Source: an optimization exercise on an open RTL-to-GDS flow (aim: small area, a short achievable clock period and few clock cycles per item). Production flows keep margins and buffers that such runs may drop.
No run shown here included a check of the RTL's function; only the layout flow was run.

## flow/design.v (module list and top-level ports; edited modules follow where they fit)
// module circular_alpha_mask_premultiply_unit: 1884 lines
module circular_alpha_mask_premultiply_unit (
  input  logic        clk,
  input  logic        rst_n,
  input  logic        cfg_we,
  input  logic [11:0] cfg_wdata,
  input  logic        in_valid,
  output logic        in_stall,
  input  logic [11:0] in_pos_x,
  input  logic [11:0] in_pos_y,
  input  logic [7:0]  in_blue_in,
  input  logic [7:0]  in_green_in,
  input  logic [7:0]  in_red_in,
  input  logic [7:0]  in_alpha_in,
  output logic        out_valid,
  input  logic        out_stall,
  output logic [7:0]  out_blue_out,
  output logic [7:0]  out_green_out,
  output logic [7:0]  out_red_out,
  output logic [7:0]  out_alpha_out,
  output logic [1:0]  out_region
);
  // ...
==> flow/run.sh <==
#!/bin/bash
# synth_recipe.tcl (not shown) runs the flow's synth.tcl, then flattens the netlist and writes it again
# the make line also repeats each setting of config.mk as NAME=value (left out here)
make -C /OpenROAD-flow-scripts/flow DESIGN_CONFIG=/design/flow/config.mk WORK_HOME=/design/flow/orfs CLKGATE_MAP_FILE= SYNTH_SCRIPT=/design/flow/synth_recipe.tcl finish
==> flow/config.mk <==
export PLATFORM = sky130hd
export DESIGN_NAME = circular_alpha_mask_premultiply_unit
export DESIGN_NICKNAME = circular_alpha_mask_premultiply_unit
export VERILOG_FILES = /design/flow/design.v
export SDC_FILE = /design/flow/constraint.sdc
export NUM_CORES = 4
export LEC_CHECK = 0
export CAP_MARGIN = 20
export CORE_MARGIN = 2
export CORE_UTILIZATION = 40
export SETUP_SLACK_MARGIN = 3.5
export SLEW_MARGIN = 20
==> flow/constraint.sdc <==
create_clock -name core_clock -period 7.5 [get_ports {clk}]
set_input_delay 1.5000 -clock core_clock [delete_from_list [all_inputs] [get_ports {clk}]]
set_output_delay 1.5000 -clock core_clock [all_outputs]
set_load 0.01 [all_outputs]
==> impl_results.md, run 1 <==
* Storage cell area at roughly 24,000 sq um
* Ys flop type: edfxtp_1
* Post-synthesis cell area at between 50,000 and 60,000 sq um
* Finished Layout Cells at approximately 7,700
* Setup Skew at approximately 0.085 ns
* Vias in the first global route at 39,956
* Syn. warnings at 3
* Worst path buffer plus inverter count at 0
* Post-synth top area cell: edfxtp_1
* Crit-path most repeated cell: ha_4
* Cell family with most CP delay: adder cells
* Synthesized area per cell at around 11 sq um
* PnR worst setup slack at between 3 and 4 ns
* Vias/cell at 5.08
* TritonCTS Buffers at between 90 and 100
* Synth Register Bits at around 840
* Highest-count cells in the layout ignoring fill and taps: inv_1 (800), edfxtp_1 (744), ha_1 (553), fa_1 (426), nand2_1 (358)
* Worst-margin pin slew at between 1 and 1.5 ns
* Width of the die at around 390 um
* IO Port Bufs at around 110
* Reg clk slew, reported paths at roughly 0.060 ns
* CP arrival at 4.77 ns
* Most common cell after layout, fill and taps aside: inv_1
* Hold Path Class: reg -> reg
* Non-Clock Inverter Count at 830
* Status: no timing/DRC/antenna violations
* Multi-input combinational area share at 0.479
* TritonCTS clock tree: yes
* GR Util met2 at 0.307
* CP cell instances: nor2b_4 -> ha_4 -> fa_2 -> ha_4 -> nor2_4 -> nand3b_1 -> o21ai_2 -> ha_2 -> fa_2 -> ha_4 -> nor2_4 -> nand3b_1 -> o21ai_1 -> ha_2 -> ha_4 -> ha_4 -> o21ai_2 -> o21ai_1 -> o311ai_1 -> a21oi_1
* RePlAce Congestion at 0.874
* Met3 wire len at ~5.3 mm
* Multi-input gate area at about 33,000 sq um
* Tap Cells at between 1,500 and 2,000
* Fin area at around 69,000 sq um
* Slew Limit Fails at 0
* Critical path origin: m9[6]$_DFFE_PN_
* Fraction of the mapped netlist area in adder cells at 0.272
* Final min period at between 4 and 5 ns
==> inputs of run 2 (changes only) <==
--- a/flow/design.v
+++ b/flow/design.v
@@ -14,17 +14,17 @@
   output logic        out_valid,
   input  logic        out_stall,
   output logic [7:0]  out_blue_out,
   output logic [7:0]  out_green_out,
   output logic [7:0]  out_red_out,
   output logic [7:0]  out_alpha_out,
   output logic [1:0]  out_region
 );
-  localparam int NV = 13;
+  localparam int NV = 12;
   logic          busy;
   logic          en;
   logic [NV:1]   v;
   logic          inj1, inj2;
   assign en        = !(v[NV] && out_stall);
   assign in_stall  = !en || busy;
   assign out_valid = v[NV];
   logic [11:0] size_r;
@@ -1280,30 +1280,35 @@
       an_ra8 <= an_ra;
       an_rb8 <= an_rb;
       reg8   <= reg7;
       pix8   <= pix7;
     end
   end
   logic [18:0] x_c;
   logic [9:0]  m9;
+  assign x_c = an_ra8 + an_rb8;
+  assign m9  = x_c[18:9];
   logic [1:0]  reg9;
   logic [31:0] pix9;
-  assign x_c = an_ra8 + an_rb8;
-  always_ff @(posedge clk) begin
-    if (en) begin
-      m9   <= x_c[18:9];
-      reg9 <= reg8;
-      pix9 <= pix8;
-    end
-  end
+  assign reg9 = reg8;
+  assign pix9 = pix8;
   function automatic logic [1:0] mod3add(input logic [1:0] a, input logic [1:0] b);
-    logic [2:0] t;
-    t = {1'b0, a} + {1'b0, b};
-    mod3add = (t >= 3'd3) ? 2'(t - 3'd3) : t[1:0];
+    case ({a, b})
+      4'b0000: mod3add = 2'd0;
+      4'b0001: mod3add = 2'd1;
+      4'b0010: mod3add = 2'd2;
+      4'b0100: mod3add = 2'd1;
+      4'b0101: mod3add = 2'd2;
+      4'b0110: mod3add = 2'd0;
+      4'b1000: mod3add = 2'd2;
+      4'b1001: mod3add = 2'd0;
+      4'b1010: mod3add = 2'd1;
+      default: mod3add = 2'd0;
+    endcase
   endfunction
   function automatic logic [7:0] div3(input logic [9:0] m);
     logic [1:0] p  [0:9];
     logic [1:0] np [0:9];
     logic [1:0] hi;
     for (int i = 0; i < 10; i++) p[i] = {1'b0, m[i]};
     for (int d = 1; d < 10; d = d * 2) begin
       for (int i = 0; i < 10; i++) begin
==> run 2 against run 1 <==
Effect of this change: synthesized cell count shrank 1.7%; fmax shrank 5.1%; final cell count shrank 0.27%; core utilization grew 1.1 points; sequential share of layout area shrank 1.7 points; critical path type unchanged; largest cell class unchanged; highest routed layer unchanged.
==> impl_results.md, run 2 <==
* Syn. warnings at 3 (unchanged)
* GR Layer Usage met1 at 0.236
* Relative slew margins at 0.318
* Layout cells sized above 1 at 0.138
* Ys flop type: edfxtp_1
* Global routing's busiest layer: met2
* CP arrival at 5.00 ns (+0.23 ns)
* Overflow after GRT at 0
* Final Hold Fails at 0
* Post-synth top area cell: edfxtp_1
* Core Footprint at about 140,000 sq um
* IO Port Bufs at 108 (unchanged)
* Most common cell in the netlist: inv_1
* Critical path type: reg -> reg
* Status: no timing/DRC/antenna violations
* Final TNS setup at 0 ns
* Residual DRC at 0
* TritonCTS clock tree: yes
* Synth Instances at around 5,300
* # H-tree levels at 3
* Global Route met3 Usage at 0.0258
* Pre-antenna DRT Iters at 5
* Worst R2R End: pb11[14]$_DFFE_PN_
* Final Cycle Share at 0.602
* Hold-fix buffers, CTS at 0
* Synth area leaders: edfxtp_1 (37%), fa_1 (15%), ha_1 (12%), inv_1 (5.6%), dfxtp_1 (3.2%)
* R2R Path Start: al10[3]$_SDFFCE_PN0N_
* Library cells used by synthesis at roughly 80
* FILL cells at approximately 13,000
* Starting DRT DRC Count at ~2,200
* Number of I/O pins at 109
* Max Root-Sink Buffers at 3
* Synth Register Bits at 793 (-5.4%)
* All-Layer GR Usage at 0.180
* Initial core utilization at 0.402
* Hold Path Class: reg -> reg
* Post-synth EDFFs at 700
* Achievable frequency at roughly 220 MHz
* DP Cell Count at around 7,000
* Width of the die at 383 um (-1.9%)
* Fin area at 68,300 sq um (-0.86%)
* FF-to-FF path depth at 18
* Most common cell after layout, fill and taps aside: inv_1
* Synthesized area per cell at 10.9 sq um (-2.1%)
* Post-synth top area share at 0.365
* Reg clk slew, reported paths at 0.07 ns (about the same)
* Final ANT Viol Nets at 0
* Clk latency of the worst-skew pair at about 0.73 ns
* Critical path origin: al10[3]$_SDFFCE_PN0N_
* TritonCTS Buffers at 91 (-5.2%)
* Storage cell area at 22,900 sq um (-5.6%)
* Seq/Total Area, Yosys at 0.397
* Setup Viol. Count Final at 0
* Finished Layout Cells at 7,650 (-0.27%)
* CP Capture Type: flip-flop
* RSZ-0062 raised after global routing: true
* Via count at 38,813
* Multi-input gate area at 32,800 sq um (-0.72%)
* Placed cell areas at around 61,000 sq um
* First-pass GRT wire length at roughly 210 mm
* Worst-margin pin slew at 1.02 ns (-0.0921 ns)
* Die H at between 300 and 400 um
* RePlAce Congestion at 0.876 (+0.27%)
* Mean routed wirelength per cell at 17.4 um
* Largest fanout on the critical path at 6
* CP startpoint kind: flip-flop
* End of the critical path: pb11[14]$_DFFE_PN_
* Floorplan row count at roughly 140
* Highest-count cells in the layout ignoring fill and taps: inv_1 (807), edfxtp_1 (700), ha_1 (533), fa_1 (418), nand2_1 (363)
* GR Util met2 at 0.313 (+0.00647)
* Setup Skew at 0.0826 ns (-0.00259 ns)
* Max-Cap Viols at 0
* Slew Limit Fails at 0 (unchanged)
* Layout area overhead at 18.6%
* Vias in the first global route at 39,244 (-1.8%)
* Initial antenna violation count at 2
* Hpwl dp at 94.1 mm
* Sink Count at about 800
* Reg2Reg Setup Slack at ~3.0 ns
* Vias/cell at 5.07 (-0.22%)
* Pin count of the biggest net entering global routing at between 150 and 200
* Fin nets at 6,750
* Synth top cells by count: inv_1 (857), edfxtp_1 (700), ha_1 (574)
* CP Data Required Time at roughly 8.0 ns
* Total die area at 147,000 sq um
* Clock Tree Root: clkbuf_16
* WL final at between 100 and 150 mm
* Post-synthesis cell area at 57,600 sq um (-3.7%)
* Ys async rst share at 0
* Final min period at 4.51 ns (+0.229 ns)
[run 2: changes by cell type after synthesis, moves of 21 or more]
cell	change
edfxtp_1	-44
nor2_1	+33
inv_1	+32
o211ai_1	-31
nand3_1	-28
a21oi_1	+27
and2_1	-22
nand2_1	+21
[run 2: worst min path at each step]
stage | startpoint | to | slack, ns | depth (start not counted)
after floorplan | pix8[8]$_DFFE_PN_ | col10[0]$_DFFE_PN_ | 0.40 | 0
after global placement | km4[1]$_DFFE_PN_ | km5[1]$_DFFE_PN_ | 0.40 | 0
after detailed placement | pix8[22]$_DFFE_PN_ | col10[14]$_DFFE_PN_ | 0.40 | 0
after CTS | pix4[0]$_DFFE_PN_ | pix5[0]$_DFFE_PN_ | 0.37 | 0
after global routing | pix4[0]$_DFFE_PN_ | pix5[0]$_DFFE_PN_ | 0.39 | 0
final | pix4[0]$_DFFE_PN_ | pix5[0]$_DFFE_PN_ | 0.38 | 0
[run 2: layer usage]
layer,wire length [um],vias up
li1,-,18642
met1,58300,19184
met2,65600,800
met3,5970,187
met4,2970,0
met5,0,-
[run 2: layout make-up]
type | instances | area share
Clock inverter | 62 | 0.0114
Sequential cell | 793 | 0.335
Timing Repair inverter | 3 | 0.000714
Multi-Input combinational cell | 3526 | 0.480
Antenna cell | 2 | 0.0000733
Timing Repair Buffer | 397 | 0.0547
Tap cell | 1903 | 0.0349
Clock buffer | 106 | 0.0348
Inverter | 858 | 0.0482
[run 2: cell families (layout without fill, tap and decap cells)]
logic type / after synthesis / in the layout / synth area share
and+or+nand+nor: 1239 / 1240 / 0.106
DFF: 793 / 793 / 0.397
buffers and inverters: 984 / 1426 / 0.0643
adders and majority gates: 1009 / 1009 / 0.276
xor gates and xnor gates: 288 / 288 / 0.0439
muxes: 64 / 64 / 0.0113
other: 1 / 4 / 0.0000651
AOI/OAI and AO/OA: 922 / 923 / 0.101
[run 2: timing repair]
item                                    CTS  global route
pin swaps                               126           142
cloned                                    7             5
endpoints found under the setup margin  140           148
gates resized for setup                 219           240
setup buffers                           162            90
[run 2: through the flow]
step	hold slack (ns)	utilization	setup slack, ns
after global routing	0.386	0.477	2.87
after CTS	0.367	0.465	2.99
final	0.378	0.477	2.99
after floorplan	0.400	-	3.20
after detailed placement	0.405	0.427	2.35
after global placement	0.401	0.427	2.32
[run 2: critical path, cell delays in order, from the launching register on]
cell	delay, ns
edfxtp_1	0.41
buf_6	0.16
buf_4	0.14
and2_1	0.16
ha_1	0.27
inv_1	0.05
fa_1	0.53
inv_1	0.05
fa_1	0.50
inv_1	0.07
fa_1	0.53
inv_1	0.06
ha_4	0.22
nand2_1	0.08
o21ai_2	0.06
or4_4	0.49
a31o_4	0.24
a21oi_2	0.16
xnor2_1	0.08
==> inputs of run 3 (changes only) <==
--- a/flow/config.mk
+++ b/flow/config.mk
@@ -7,6 +7,6 @@
 export LEC_CHECK = 0
 export CAP_MARGIN = 20
 export CORE_MARGIN = 2
-export CORE_UTILIZATION = 40
+export CORE_UTILIZATION = 60
 export SETUP_SLACK_MARGIN = 3.5
 export SLEW_MARGIN = 20
==> run 3 against run 2 <==
Effect of this change: register-to-register slack about the same; critical path depth down 2; via count down 0.75%; die area down 33%; worst setup slack better by 0.0094 ns; sequential share of layout area up 0.78 points; hold slack worse by 0.0062 ns; wire length down 3.8%; critical path type unchanged; largest cell class unchanged; highest routed layer is now met5.
==> impl_results.md, run 3 <==
* Status: no timing/DRC/antenna violations
* Hold Path Class: reg -> reg
* DP Cell Count at 6,576 (-8.9%)
* Setup Viol. Count Final at 0 (unchanged)
* Slew Limit Fails at 0 (unchanged)
* Synth Instances at 5,300 (unchanged)
* IO Port Bufs at 108 (unchanged)
* RePlAce Congestion at 0.913 (+4.2%)
* Residual DRC at 0 (unchanged)
* FILL cells at 7,123 (-45%)
* Ys async rst share at 0 (unchanged)
* Number of I/O pins at 109 (unchanged)
* Fraction of the mapped netlist area in adder cells at 0.276 (unchanged)
* Post-synth top area share at 0.365 (unchanged)
* Final min period at 4.50 ns (-0.00939 ns)
* Placed cell areas at 60,300 sq um (-1.3%)
* Layout cells sized above 1 at 0.119 (-0.0192)
* Clock Tree Root: clkbuf_16
* CP Data Required Time at 7.93 ns (-0.06 ns)
* Critical path origin: al10[3]$_SDFFCE_PN0N_
* Post-synth EDFFs at 700 (unchanged)
* Overflow after GRT at 0 (unchanged)
* Library cells used by synthesis at 81 (unchanged)
* Most common cell in the netlist: inv_1
* RSZ-0062 raised after global routing: true
* Worst R2R End: pr11[14]$_DFFE_PN_
* Sink Count at 793 (unchanged)
* CP startpoint kind: flip-flop
* R2R Path Start: al10[3]$_SDFFCE_PN0N_
* CP Capture Type: flip-flop
* Final Hold Fails at 0 (unchanged)
* Synthesized area per cell at 10.9 sq um (unchanged)
* CP cell instances: buf_6 -> clkbuf_16 -> and2_4 -> ha_4 -> inv_2 -> fa_1 -> inv_2 -> fa_1 -> fa_1 -> ha_4 -> a21oi_4 -> o21ai_2 -> or4_4 -> a31o_2 -> a21oi_2 -> xnor2_1
* Synth area leaders: edfxtp_1 (37%), fa_1 (15%), ha_1 (12%), inv_1 (5.6%), dfxtp_1 (3.2%)
* Floorplan row count at 113 (-19%)
* Via count at 38,521 (-0.75%)
* Pin count of the biggest net entering global routing at 163 (-9.9%)
* Seq/Total Area, Yosys at 0.397 (unchanged)
* Post-synth top area cell: edfxtp_1
* Layout area overhead at 15.9%
* Synth top cells by count: inv_1 (857), edfxtp_1 (700), ha_1 (574)
* Fin nets at 6,678 (-1.1%)
* FF-to-FF path depth at 16 (-2)
* Finished Layout Cells at 6,936 (-9.3%)
* Post-synthesis cell area at 57,600 sq um (unchanged)
* Max Root-Sink Buffers at 3 (unchanged)
* Starting DRT DRC Count at 2,634 (+17%)
* Syn. warnings at 3 (unchanged)
* Final Cycle Share at 0.601 (-0.00125)
* Simple-Gate Fraction of Synth Area at 0.106 (unchanged)
* End of the critical path: pr11[14]$_DFFE_PN_
* Pre-antenna DRT Iters at 6 (+1)
* Mean routed wirelength per cell at 18.4 um (+6.1%)
* Setup Skew at 0.0656 ns (-0.0170 ns)
* Ys flop type: edfxtp_1
* Largest family of logic cells by synthesized area: adder cells
* WL final at 128 mm (-3.8%)
* TritonCTS Buffers at 88 (-3.3%)
* TritonCTS clock tree: yes
* Width of the die at 314 um (-18%)
* Largest fanout on the critical path at 5 (-1)
* # H-tree levels at 3 (unchanged)
* Worst-margin pin slew at 0.990 ns (-0.0335 ns)
* Crit-path most repeated cell: fa_1
* Final TNS setup at 0 ns (unchanged)
* Achievable frequency at 222 MHz (+0.21%)
* Core Footprint at 95,000 sq um (-34%)
* Most common cell after layout, fill and taps aside: inv_1
* Vias/cell at 5.55 (+9.5%)
* Vias in the first global route at 37,925 (-3.4%)
* Reg clk slew, reported paths at 0.06 ns (about the same)
* Hpwl dp at 90.9 mm (-3.4%)
* Synth Area in Compound Gates at 0.101 (unchanged)
* CP arrival at 4.93 ns (-0.07 ns)
* Multiplexer share of the synthesized area at 0.0113 (unchanged)
* Synth Register Bits at 793 (unchanged)
* Hold-fix buffers, CTS at 0 (unchanged)
* Die H at 314 um (-18%)
* Final ANT Viol Nets at 0 (unchanged)
* Initial core utilization at 0.606 (+0.204)
* Clk latency of the worst-skew pair at 0.70 ns (-0.03 ns)
* Xor/xnor share of the synthesized area at 0.0439 (unchanged)
* All-Layer GR Usage at 0.256 (+0.0763)
* First-pass GRT wire length at 200 mm (-5.3%)
* Fin area at 66,700 sq um (-2.3%)
* Highest-count cells in the layout ignoring fill and taps: inv_1 (807), edfxtp_1 (700), ha_1 (533), fa_1 (416), nand2_1 (378)
* ANT cells at 0 (-2)
* Critical path type: reg -> reg
* Total die area at 98,500 sq um (-33%)
* Reg2Reg Setup Slack at 3.00 ns (about the same)
* Initial antenna violation count at 4 (+2)
* PnR worst setup slack at 3.00 ns (+0.00939 ns)
* CP peak stage delay at 0.59 ns (+0.06 ns)
* Pre-CTS worst setup slack at 2.51 ns (+0.160 ns)
* CP max-delay cell: fa_1
* Relative slew margins at 0.338 (+0.0207)
* Max-Cap Viols at 0 (unchanged)
[run 3: cell types whose count changed in the layout (fill, tap and decap cells not counted), moves of 6 or more]
cell / before / now
nand2_2: 19 / 7
a211oi_2: 10 / 2
buf_4: 221 / 170
nand2_1: 363 / 378
o21ai_2: 20 / 14
clkinv_1: 5 / 15
o21ai_0: 176 / 185
a21oi_1: 233 / 241
clkinv_2: 12 / 5
buf_12: 17 / 10
buf_6: 40 / 25
a211oi_4: 1 / 8
[run 3: logic make-up (layout without fill, tap and decap cells)]
logic type,Yosys count,count (layout)
simple gates,1239,1240
fa+ha+maj,1009,1009
buf+inv,984,1353
compound gates,922,922
flops,793,793
xor+xnor,288,288
mux,64,64
other cells,1,2
[run 3: layout make-up]
class	count	area [sq um]	area share
clock inverter	63	847	0.0127
multi-input combinational	3525	32700	0.489
timing repair buffer	329	3160	0.0474
clock buffer	100	2250	0.0337
inverter	858	3300	0.0494
timing repair inverter	3	48.8	0.000731
sequential	793	22900	0.343
tap	1265	1580	0.0237
[run 3: worst min path at each step]
stage               cells past startpoint               start                  end  slack [ns]
finish                                  0  pixb[25]$_DFFE_PN_   pix4[25]$_DFFE_PN_        0.37
global route                            0  pixb[25]$_DFFE_PN_   pix4[25]$_DFFE_PN_        0.39
CTS                                     0  pixb[25]$_DFFE_PN_   pix4[25]$_DFFE_PN_        0.36
detailed placement                      0  pix8[20]$_DFFE_PN_  col10[12]$_DFFE_PN_        0.40
global placement                        0  pix5[23]$_DFFE_PN_   pix6[23]$_DFFE_PN_        0.40
floorplan                               0   pix8[8]$_DFFE_PN_   col10[0]$_DFFE_PN_        0.40
[run 3: worst max-delay path: cells and delay by family, from the launching register on]
| family | cells | cell delay, ns |
|---|---|---|
| AOI/OAI and AO/OA | 4 | 0.59 |
| and+or+nand+nor | 2 | 0.57 |
| DFF | 1 | 0.52 |
| xor gates and xnor gates | 1 | 0.07 |
| adders and majority gates | 5 | 2.08 |
| buffers and inverters | 4 | 0.41 |
[run 3: per-layer routing]
| layer | global-route usage | vias up | routed length [um] | share of wire |
|---|---|---|---|---|
| met4 | 0.0737 | 2 | 3750 | 0.029 |
| met3 | 0.0333 | 219 | 5860 | 0.046 |
| met1 | 0.359 | 18894 | 57100 | 0.45 |
| li1 | - | 18476 | - | - |
| met5 | 0 | - | 13 | 0.00010 |
| met2 | 0.421 | 930 | 61100 | 0.48 |
[run 3: metrics by stage]
step           utilization  hold WS [ns]
6_report             0.702         0.371
4_1_cts              0.683         0.364
3_5_place_dp         0.635         0.405
3_3_place_gp         0.635         0.400
5_1_grt              0.702         0.394
2_1_floorplan            -         0.400
[run 3: what timing repair did]
| action | in CTS | in global routing |
|---|---|---|
| setup endpoints to repair | 138 | 148 |
| pin swaps | 64 | 168 |
| gates cloned | 5 | 11 |
| setup buffers | 93 | 88 |
| resized for setup | 156 | 235 |

-- re-timing with driven ports --
The flow's constraints put no driver on any port. The routed layouts listed below were extracted and timed again, unchanged, in two steps.
Step 1 assumes that a clkbuf_16 drives the clock port and a buf_2 every other input.
Step 2 also shifts input and output timing later by t, the mid clock arrival at the registers, as if the neighbouring blocks saw the same clock.
Three values: ideal ports, drivers, drivers and shift; two values: the first two.
run | t, ns | slack for setup (ns) | hold WS [ns]
run 1 | 0.773 | 3.215 / 3.215 / 2.889 | 0.361 / 0.361 / 0.361
run 2 | 0.766 | 2.987 / 2.987 / 2.972 | 0.378 / 0.378 / 0.378
run 3 | 0.738 | 2.996 / 2.996 / 2.951 | 0.371 / 0.371 / 0.371
After both steps setup and hold are still met in every run listed. For run 1, which loses most, drivers alone change the setup slack by 0.000 ns; drivers and shift together by -0.326 ns.
